Source: an optimization exercise on an open RTL-to-GDS flow (aim: small area, a short achievable clock period and few clock cycles). Production flows keep margins and buffers that such runs may drop.
Function was checked by simulation only, so behaviour that the tests miss may differ from the original.
Power figures rest on the tool's default switching activity, not on a simulated workload.

==> run G <==
## hough_top
module hough_top (
   input  logic                clk,
   input  logic                i_rst_n,
   input  logic                i_row_valid,
   input  hough_pkg::row_t     i_row,
   output logic                o_row_ready,
   output logic                o_res_valid,
   output hough_pkg::result_t  o_res,
   input  logic                i_res_ready
);
make LEC_CHECK=0 ABC_AREA=1 CAP_MARGIN=10 CORE_MARGIN=2 CORE_UTILIZATION=65 SETUP_SLACK_MARGIN=5 SLEW_MARGIN=10 finish   # period 8.0 ns
run.sh (not shown) runs the stock make flow with config.mk's settings and CLKGATE_MAP_FILE= SYNTH_SCRIPT=/design/flow/synth_recipe.tcl, a recipe that flattens the netlist after the stock synthesis.
==> run F: changes against run G <==
--- a/flow/design.v
+++ b/flow/design.v
@@ -52,29 +52,29 @@
    input  logic [9:1]  i_v,      
    output logic [6:1]  o_mask    
 );
    wire [9:1] u = i_u;
    wire [9:1] v = i_v;
-   wire r1_t0 = i_img[1] & v[1];
-   wire r1_t1 = i_img[9] & ~v[9];
-   wire r1_t2 = i_img[10] & u[1];
-   wire r1_t3 = i_img[11] & ((u[1] & v[1]));
-   wire r1_t4 = i_img[19] & ((u[1] & ~v[9]));
-   wire r1_t5 = i_img[90] & ~u[9];
-   wire r1_t6 = i_img[91] & ((~u[9] & v[1]));
-   wire r1_t7 = i_img[99] & ((~u[9] & ~v[9]));
-   wire r1_s1 = r1_t0 ^ r1_t1 ^ r1_t2;
-   wire r1_c2 = (r1_t0 & r1_t1) | (r1_t0 & r1_t2) | (r1_t1 & r1_t2);
-   wire r1_s3 = r1_t3 ^ r1_t4 ^ r1_t5;
-   wire r1_c4 = (r1_t3 & r1_t4) | (r1_t3 & r1_t5) | (r1_t4 & r1_t5);
-   wire r1_s5 = r1_s1 ^ r1_s3 ^ r1_t6;
-   wire r1_c6 = (r1_s1 & r1_s3) | (r1_s1 & r1_t6) | (r1_s3 & r1_t6);
-   wire r1_s7 = r1_c6 ^ r1_c2 ^ r1_c4;
-   wire r1_c8 = (r1_c6 & r1_c2) | (r1_c6 & r1_c4) | (r1_c2 & r1_c4);
-   wire r1_ge = ((1'b1 & 1'b0) | ((1'b1 | 1'b0) & ((r1_c8 & 1'b1) | ((r1_c8 | 1'b1) & ((r1_s7 & 1'b0) | ((r1_s7 | 1'b0) & ((r1_s5 & r1_t7) | ((r1_s5 | r1_t7) & 1'b0))))))));
-   logic r1_q;
-   assign o_mask[1] = r1_q;
+   wire r1g0_t0 = i_img[1] & v[1];
+   wire r1g0_t1 = i_img[9] & ~v[9];
+   wire r1g0_t2 = i_img[10] & u[1];
+   wire r1g0_t3 = i_img[11] & ((u[1] & v[1]));
+   wire r1g0_s1 = r1g0_t0 ^ r1g0_t1 ^ r1g0_t2;
+   wire r1g0_c2 = (r1g0_t0 & r1g0_t1) | (r1g0_t0 & r1g0_t2) | (r1g0_t1 & r1g0_t2);
+   wire [2:0] r1g0_n = {1'b0, r1g0_c2, r1g0_s1} + {1'b0, 1'b0, r1g0_t3};
+   logic [2:0] r1g0_q;
+   wire r1g1_t0 = i_img[19] & ((u[1] & ~v[9]));
+   wire r1g1_t1 = i_img[90] & ~u[9];
+   wire r1g1_t2 = i_img[91] & ((~u[9] & v[1]));
+   wire r1g1_t3 = i_img[99] & ((~u[9] & ~v[9]));
+   wire r1g1_s1 = r1g1_t0 ^ r1g1_t1 ^ r1g1_t2;
+   wire r1g1_c2 = (r1g1_t0 & r1g1_t1) | (r1g1_t0 & r1g1_t2) | (r1g1_t1 & r1g1_t2);
+   wire [2:0] r1g1_n = {1'b0, r1g1_c2, r1g1_s1} + {1'b0, 1'b0, r1g1_t3};
+   logic [2:0] r1g1_q;
+   wire r1z_s1 = r1g0_q[2] ^ r1g1_q[2] ^ 1'b1;
+   wire r1z_c2 = (r1g0_q[2] & r1g1_q[2]) | (r1g0_q[2] & 1'b1) | (r1g1_q[2] & 1'b1);
+   assign o_mask[1] = ((1'b1 & 1'b0) | ((1'b1 | 1'b0) & ((1'b1 & 1'b0) | ((1'b1 | 1'b0) & ((r1z_c2 & 1'b1) | ((r1z_c2 | 1'b1) & ((r1z_s1 & 1'b0) | ((r1z_s1 | 1'b0) & ((r1g0_q[1] & r1g1_q[1]) | ((r1g0_q[1] | r1g1_q[1]) & ((r1g0_q[0] & r1g1_q[0]) | ((r1g0_q[0] | r1g1_q[0]) & 1'b0))))))))))));
    wire r2g0_t0 = i_img[2] & v[2];
    wire r2g0_t1 = i_img[8] & ~v[8];
    wire r2g0_t2 = i_img[12] & ((u[1] & v[2]));
    wire r2g0_t3 = i_img[18] & ((u[1] & ~v[8]));
    wire r2g0_t4 = i_img[20] & u[2];
@@ -396,11 +396,12 @@
    wire r6z_s17 = r6z_c16 ^ r6z_c14 ^ r6z_c10;
    wire r6z_c18 = (r6z_c16 & r6z_c14) | (r6z_c16 & r6z_c10) | (r6z_c14 & r6z_c10);
    assign o_mask[6] = ((1'b1 & 1'b0) | ((1'b1 | 1'b0) & ((r6z_c18 & 1'b1) | ((r6z_c18 | 1'b1) & ((r6z_s17 & 1'b0) | ((r6z_s17 | 1'b0) & ((r6z_s15 & r6g4_q[2]) | ((r6z_s15 | r6g4_q[2]) & ((r6z_s11 & r6z_s7) | ((r6z_s11 | r6z_s7) & ((r6z_s1 & r6z_s3) | ((r6z_s1 | r6z_s3) & 1'b0))))))))))));
    always_ff @(posedge clk) begin
       if (i_en) begin
-         r1_q <= r1_ge;
+         r1g0_q <= r1g0_n[2:0];
+         r1g1_q <= r1g1_n[2:0];
          r2g0_q <= r2g0_n[2:0];
          r2g1_q <= r2g1_n[2:0];
          r2g2_q <= r2g2_n[2:0];
          r3g0_q <= r3g0_n[2:0];
          r3g1_q <= r3g1_n[2:0];
@@ -434,16 +435,15 @@
 );
    logic [9:0] a_q [10];      
    logic [3:0] rcnt_q;        
    logic       afull_q;       
    logic       vld1_q;        
-   logic [3:0] vrow;          
+   logic [3:0] vrow_q;        
    logic       bvalid_q;      
    logic       take;
    logic       xfer;
-   logic       blast;         
-   assign xfer        = afull_q && (!bvalid_q || blast);
+   assign xfer        = afull_q && !bvalid_q;
    assign o_row_ready = !afull_q || !bvalid_q;
    assign take        = i_row_valid && o_row_ready;
    always_ff @(posedge clk or negedge i_rst_n) begin
       if (!i_rst_n) begin
          rcnt_q  <= '0;
@@ -460,10 +460,11 @@
          end
       end
    end
    always_ff @(posedge clk) begin
       if (take) begin
+         vrow_q <= xfer ? 4'd0 : rcnt_q;
          for (int i = 0; i < 9; i++) a_q[i] <= a_q[i+1];
          a_q[9] <= i_row;
       end
    end
    logic [1:0] xv_q [10];     
@@ -484,12 +485,11 @@
       l2[0] = tadd(l1[0], l1[1]);
       l2[1] = tadd(l1[2], l1[3]);
       l2[2] = l1[4];
       tcnt10 = tadd(tadd(l2[0], l2[1]), l2[2]);
    endfunction
-   assign vrow  = rcnt_q - 4'd1;    
-   assign first = (rcnt_q == 4'd1);
+   assign first = (vrow_q == 4'd0);
    logic [9:0] xpairs [10];
    always_comb begin
       int n;
       for (int c = 0; c < 10; c++) begin
          xpairs[c] = '0;
@@ -504,12 +504,12 @@
       end
    end
    logic [2:0] ym1, ym2;
    always_comb begin
       for (int e = 1; e <= 5; e++) begin
-         ym1 = (rcnt_q >= 4'(2*e)) ? tcnt10(a_q[9] & a_q[9-(2*e-1)]) : 3'd0;
-         ym2 = (e < 5 && rcnt_q >= 4'(2*e+1)) ? tcnt10(a_q[9] & a_q[(9-2*e) < 0 ? 0 : 9-2*e]) : 3'd0;
+         ym1 = (vrow_q >= 4'(2*e-1)) ? tcnt10(a_q[9] & a_q[9-(2*e-1)]) : 3'd0;
+         ym2 = (e < 5 && vrow_q >= 4'(2*e)) ? tcnt10(a_q[9] & a_q[(9-2*e) < 0 ? 0 : 9-2*e]) : 3'd0;
          yinc[e] = tadd(ym1, ym2);
       end
    end
    logic [1:0] xv_n [10];
    logic [1:0] yv_n [1:9];
@@ -549,16 +549,13 @@
    logic [3:0] pop1;
    logic [5:0] proom;
    logic [5:0] pleft;         
    logic       pcross;
    logic [2:0] plo [5];       
-   logic [2:0] psu [5:9];     
-   logic [3:0] room4_q;       
+   logic [2:0] phi [5];       
    logic [3:0] r4;            
-   logic [3:0] pdrop;         
-   logic [5:0] tr;            
-   logic [4:0] ld;            
+   logic [4:0] rhi;           
    logic [9:0] kc;
    function automatic logic [3:0] pop10(input logic [9:0] b);
       logic s0, c0, s1, c1, s2, c2, t0, d0, u1, f1, e0, g1, h;
       s0 = b[0] ^ b[1] ^ b[2];  c0 = (b[0] & b[1]) | (b[0] & b[2]) | (b[1] & b[2]);
       s1 = b[3] ^ b[4] ^ b[5];  c1 = (b[3] & b[4]) | (b[3] & b[5]) | (b[4] & b[5]);
@@ -569,53 +566,42 @@
       pop10[1] = u1 ^ d0 ^ e0;  g1 = (u1 & d0) | (u1 & e0) | (d0 & e0);
       pop10[2] = f1 ^ g1;       h  = f1 & g1;
       pop10[3] = h;
    endfunction
    assign pop1 = pop10(a_q[9]);
-   function automatic logic [2:0] pc5(input logic [4:0] b);
-      logic s1, c1, c2;
-      s1 = b[0] ^ b[1] ^ b[2];  c1 = (b[0] & b[1]) | (b[0] & b[2]) | (b[1] & b[2]);
-      pc5[0] = s1 ^ b[3] ^ b[4];
-      c2 = (s1 & b[3]) | (s1 & b[4]) | (b[3] & b[4]);
-      pc5[1] = c1 ^ c2;
-      pc5[2] = c1 & c2;
-   endfunction
    always_comb begin
       proom  = v2first_q ? 6'd32 : room_q;
       pleft  = proom - {2'd0, pop_q};
       pcross = (proom != 6'd0) && ({2'd0, pop_q} >= proom);
-      plo[0] = pc5({4'd0, r2_q[0]});
-      plo[1] = pc5({3'd0, r2_q[1:0]});
-      plo[2] = pc5({2'd0, r2_q[2:0]});
-      plo[3] = pc5({1'd0, r2_q[3:0]});
-      plo[4] = pc5(r2_q[4:0]);
-      psu[5] = pc5({1'd0, r2_q[9:6]});
-      psu[6] = pc5({2'd0, r2_q[9:7]});
-      psu[7] = pc5({3'd0, r2_q[9:8]});
-      psu[8] = pc5({4'd0, r2_q[9]});
-      psu[9] = 3'd0;
-      r4    = v2first_q ? 4'd15 : room4_q;
-      pdrop = pop_q - r4;
-      for (int k = 0; k < 6; k++) tr[k] = r4 >= 4'(k);
-      for (int k = 0; k < 5; k++) ld[k] = pdrop <= 4'(k);
-      for (int j = 0; j < 5; j++) kc[j] = tr[plo[j]];
-      for (int j = 5; j < 10; j++) kc[j] = ld[psu[j]];
+      for (int j = 0; j < 5; j++) begin
+         plo[j] = '0;
+         phi[j] = '0;
+         for (int k = 0; k <= j; k++) begin
+            plo[j] = plo[j] + {2'd0, r2_q[k]};
+            phi[j] = phi[j] + {2'd0, r2_q[5+k]};
+         end
+      end
+      r4  = (proom > 6'd15) ? 4'd15 : proom[3:0];
+      rhi = {1'b0, r4} - {2'd0, plo[4]};
+      for (int j = 0; j < 5; j++) begin
+         kc[j]   = {1'b0, plo[j]} <= r4;
+         kc[5+j] = !rhi[4] && ({2'd0, phi[j]} <= rhi);
+      end
    end
    always_ff @(posedge clk or negedge i_rst_n) begin
       if (!i_rst_n) v2_q <= 1'b0;
       else          v2_q <= vld1_q;
    end
    always_ff @(posedge clk) begin
       if (vld1_q) begin
          v2first_q <= first;
-         v2row_q   <= vrow;
+         v2row_q   <= vrow_q;
          r2_q      <= a_q[9];
          pop_q     <= pop1;
       end
       if (v2_q) begin
-         room_q  <= pcross ? 6'd0 : pleft;
-         room4_q <= pcross ? 4'd0 : ((pleft > 6'd15) ? 4'd15 : pleft[3:0]);
+         room_q <= pcross ? 6'd0 : pleft;
          if (v2first_q) prow_q <= 4'd15;
          if (pcross) begin
             prow_q <= v2row_q;
             pcol_q <= kc;
          end
@@ -648,25 +634,24 @@
       if (ym_c == '0) ym_c = 10'h030;
    end
    assign xstep  = bvalid_q && bmv_q && !cutpend_q && (!bxm_q[0] || used_q);
    assign ystep  = bvalid_q && bmv_q && !cutpend_q && !bym_q[0];
    assign bready = bvalid_q && bmv_q && !cutpend_q && bxm_q[0] && bym_q[0] && !used_q;
-   assign blast  = sload && (bxm_q[9:1] == '0);
    always_ff @(posedge clk or negedge i_rst_n) begin
       if (!i_rst_n) begin
          bvalid_q <= 1'b0;
          mpend_q  <= 1'b0;
          cutpend_q <= 1'b0;
          bmv_q    <= 1'b0;
          used_q   <= 1'b0;
       end else begin
-         mpend_q <= xfer && vld1_q;    
+         mpend_q <= xfer;
          if (xfer) cutpend_q <= !cutok_q;
          else      cutpend_q <= cutpend_q && !cutok_q;
          if (xfer) begin
             bvalid_q <= 1'b1;
-            bmv_q    <= !vld1_q;
+            bmv_q    <= 1'b0;
             used_q   <= 1'b0;
          end else begin
             if (mpend_q) bmv_q <= 1'b1;
             if (sload) begin
                if (bxm_q[9:1] == '0) bvalid_q <= 1'b0;
@@ -683,14 +668,10 @@
          bcy_q <= '0;
          for (int i = 0; i < 10; i++)
             for (int j = 0; j < 10; j++)
                b_q[i][j] <= a_q[i][j] &    
                             ((4'(i) < prow_q) || ((4'(i) == prow_q) && pcol_q[j]));
-         if (!vld1_q) begin
-            bxm_q <= xm_c;
-            bym_q <= ym_c;
-         end
       end else begin
          if (mpend_q) begin
             bxm_q <= xm_c;
             bym_q <= ym_c;
          end
@@ -774,17 +755,15 @@
    );
    logic       pvalid_q;
    logic [3:0] pcx_q;
    logic [3:0] pcy_q;
    logic       plast_q;
-   logic [14:0] pres;
-   logic [14:0] kres_q;
-   logic [14:0] ores_q;
+   hough_pkg::result_t pres;
+   hough_pkg::result_t kres_q;
    logic               offer;
    logic               ofree;
-   assign pres  = {pcx_q, pcy_q, rmask, plast_q};
-   assign o_res = {ores_q[14:7], 1'b0, ores_q[6:1], 1'b0, ores_q[0]};
+   assign pres  = {pcx_q, pcy_q, 1'b0, rmask, 1'b0, plast_q};
    assign offer = pvalid_q && adv;
    assign ofree = !o_res_valid || i_res_ready;
    always_ff @(posedge clk or negedge i_rst_n) begin
       if (!i_rst_n) begin
          pvalid_q    <= 1'b0;
@@ -804,9 +783,9 @@
       if (adv) begin
          pcx_q   <= scx_q;
          pcy_q   <= scy_q;
          plast_q <= slastx_q && sfinal;
       end
-      if (ofree) ores_q <= kvalid_q ? kres_q : pres;
+      if (ofree) o_res  <= kvalid_q ? kres_q : pres;
       if (!kvalid_q) kres_q <= pres;
    end
 endmodule
ABC_AREA = default   (was 1)
ABC_CLOCK_PERIOD_IN_PS = 3200   (was default)
CAP_MARGIN = 20   (was 10)
CORE_UTILIZATION = 55   (was 65)
SETUP_SLACK_MARGIN = 4.8   (was 5)
SLEW_MARGIN = 20   (was 10)
==> run E: changes against run G <==
ABC_AREA = default   (was 1)
CAP_MARGIN = 20   (was 10)
CORE_UTILIZATION = 70   (was 65)
SLEW_MARGIN = 20   (was 10)
==> run M: changes against run G <==
ABC_AREA = default   (was 1)
CAP_MARGIN = 20   (was 10)
CORE_UTILIZATION = 70   (was 65)
SLEW_MARGIN = 20   (was 10)
TNS_END_PERCENT = 5   (was default)
==> key figures <==
Outcome
  – Status: timing/DRC/antenna clean

Logic synthesis
  – Seq/Total Area, Yosys: 53.25%

Cells and area
  – Clock-cell share: under 10%
  – Most frequent cells in the layout: nand2_1 (591), edfxtp_1 (513), inv_1 (406), o21ai_0 (369), nor2_1 (209)
  – Inverters, non-clock: 426

Clock network
  – Resize count post-CTS: around 60
  – Num CTS Buffers: 57

Drt
  – DR WL met2: 41570 µm

Setup path
  – CP bufs+invs: 2
  – CP startpoint: u_judge.r5g2_q[2]
  – Worst Path Arrival: 3.49 ns

Power and ir drop
  – Clk pwr: 2560 µW
  – Comb power frac: 42.3%

Worst hold path
  – Hold wc startpoint: scx_q[3]
# the run above: run G

==> key figures <==
Setup path
  – Worst Path Arrival: 3.94 ns
  – CP bufs+invs: 4
  – CP startpoint: r2_q[2]

Drt
  – Met3 WL post-DR: 7302 µm
  – DR WL met2: 40290 µm

Logic synthesis
  – Fraction of registers with async set/reset: 2.847%
  – Seq/Total Area, Yosys: a little over half

Outcome
  – Status: timing/DRC/antenna clean

Power and ir drop
  – Clk pwr: ~2700 µW

Clock network
  – Resize count post-CTS: 29
  – Num CTS Buffers: 60

Cells and area
  – Inverters, non-clock: 152
  – Most frequent cells in the layout: nand2_1 (552), edfxtp_1 (521), inv_1 (142), o21ai_0 (122), a21oi_1 (111)
  – Clock-cell share: 5.514%

Worst hold path
  – Hold wc startpoint: scx_q[2]
# the run above: run F

==> key figures <==
Cells and area
  – Most frequent cells in the layout: nand2_1 (618), edfxtp_1 (513), o21ai_0 (145), a21oi_1 (123), nand3_1 (120)
  – Inverters, non-clock: 125
  – Clock-cell share: 5.952%

Clock network
  – Resize count post-CTS: 38
  – Num CTS Buffers: 56

Outcome
  – Status: timing/DRC/antenna clean

Logic synthesis
  – Synth top cells by count: nand2_1 (621), edfxtp_1 (513), o21ai_0 (146), a21oi_1 (124), inv_1 (123)

Setup path
  – CP bufs+invs: 2
  – Worst Path Arrival: 3.37 ns

Drt
  – DR WL met2: 40560 µm

Power and ir drop
  – Comb power frac: between 40% and 50%
  – Clk pwr: around 2900 µW
# the run above: run E

==> key figures <==
Power and ir drop
  – Comb power frac: 40.0%

Cells and area
  – Inverters, non-clock: 125
  – Most frequent cells in the layout: nand2_1 (619), edfxtp_1 (513), o21ai_0 (145), inv_1 (122), a21oi_1 (122)
  – Clock-cell share: under 10%
  – Largest registers: a_q x100, b_q x100, s_q x100
  – Reg area: about 0.016 mm²

Setup path
  – Worst Path Arrival: 1.51 ns
  – CP bufs+invs: 1
  – CP startpoint: ores_q[1]

Clock network
  – Resize count post-CTS: 12
  – Num CTS Buffers: 56

Outcome
  – Status: timing/DRC/antenna clean

Drt
  – DR WL/cell: 25.33 µm

Worst hold path
  – Hold wc startpoint: scx_q[0]

Logic synthesis
  – Seq/Total Area, Yosys: between 50% and 60%
# the run above: run M

Testbench counts of run G, summed over its fixed seeds: cycles 2,832.
Testbench counts of run F, summed over its fixed seeds: cycles 2,871.
Testbench counts of run E, summed over its fixed seeds: cycles 2,832.
Testbench counts of run M, summed over its fixed seeds: cycles 2,832.

afterwards: timing with drivers on the ports:
How much do the figures lean on ideal ports? The routed layouts below were timed once more, with nothing changed but the port constraints. Step 1: set_driving_cell puts a clkbuf_16 on clk and a buf_2 on each other input, an assumption about the parent block. Step 2 times the ports against the registers' clock, not the clock port: input delays grow and output delays shrink by t, the midpoint of the rising clock arrivals with the driver on. Three values: ideal, step 1, step 2; two values: the first two.
run	t, ns	setup slack, ns	worst hold slack (ns)	worst setup path after step 2	worst register clock-pin slew, ns
run G	0.681	4.996 / 4.948 / 4.524	0.418 / 0.418 / 0.418	input to register	0.07 / 0.07
run F	0.684	4.416 / 4.416 / 4.240	0.442 / 0.442 / 0.442	input to register	0.06 / 0.06
run E	0.682	4.970 / 4.970 / 4.500	0.425 / 0.425 / 0.425	input to register	0.07 / 0.07
run M	0.678	4.886 / 4.824 / 4.386	0.420 / 0.420 / 0.420	input to register	0.07 / 0.07
After both steps setup and hold are still met in every run listed. For run M, which loses most, drivers alone change the setup slack by -0.062 ns; drivers and shift together by -0.500 ns.
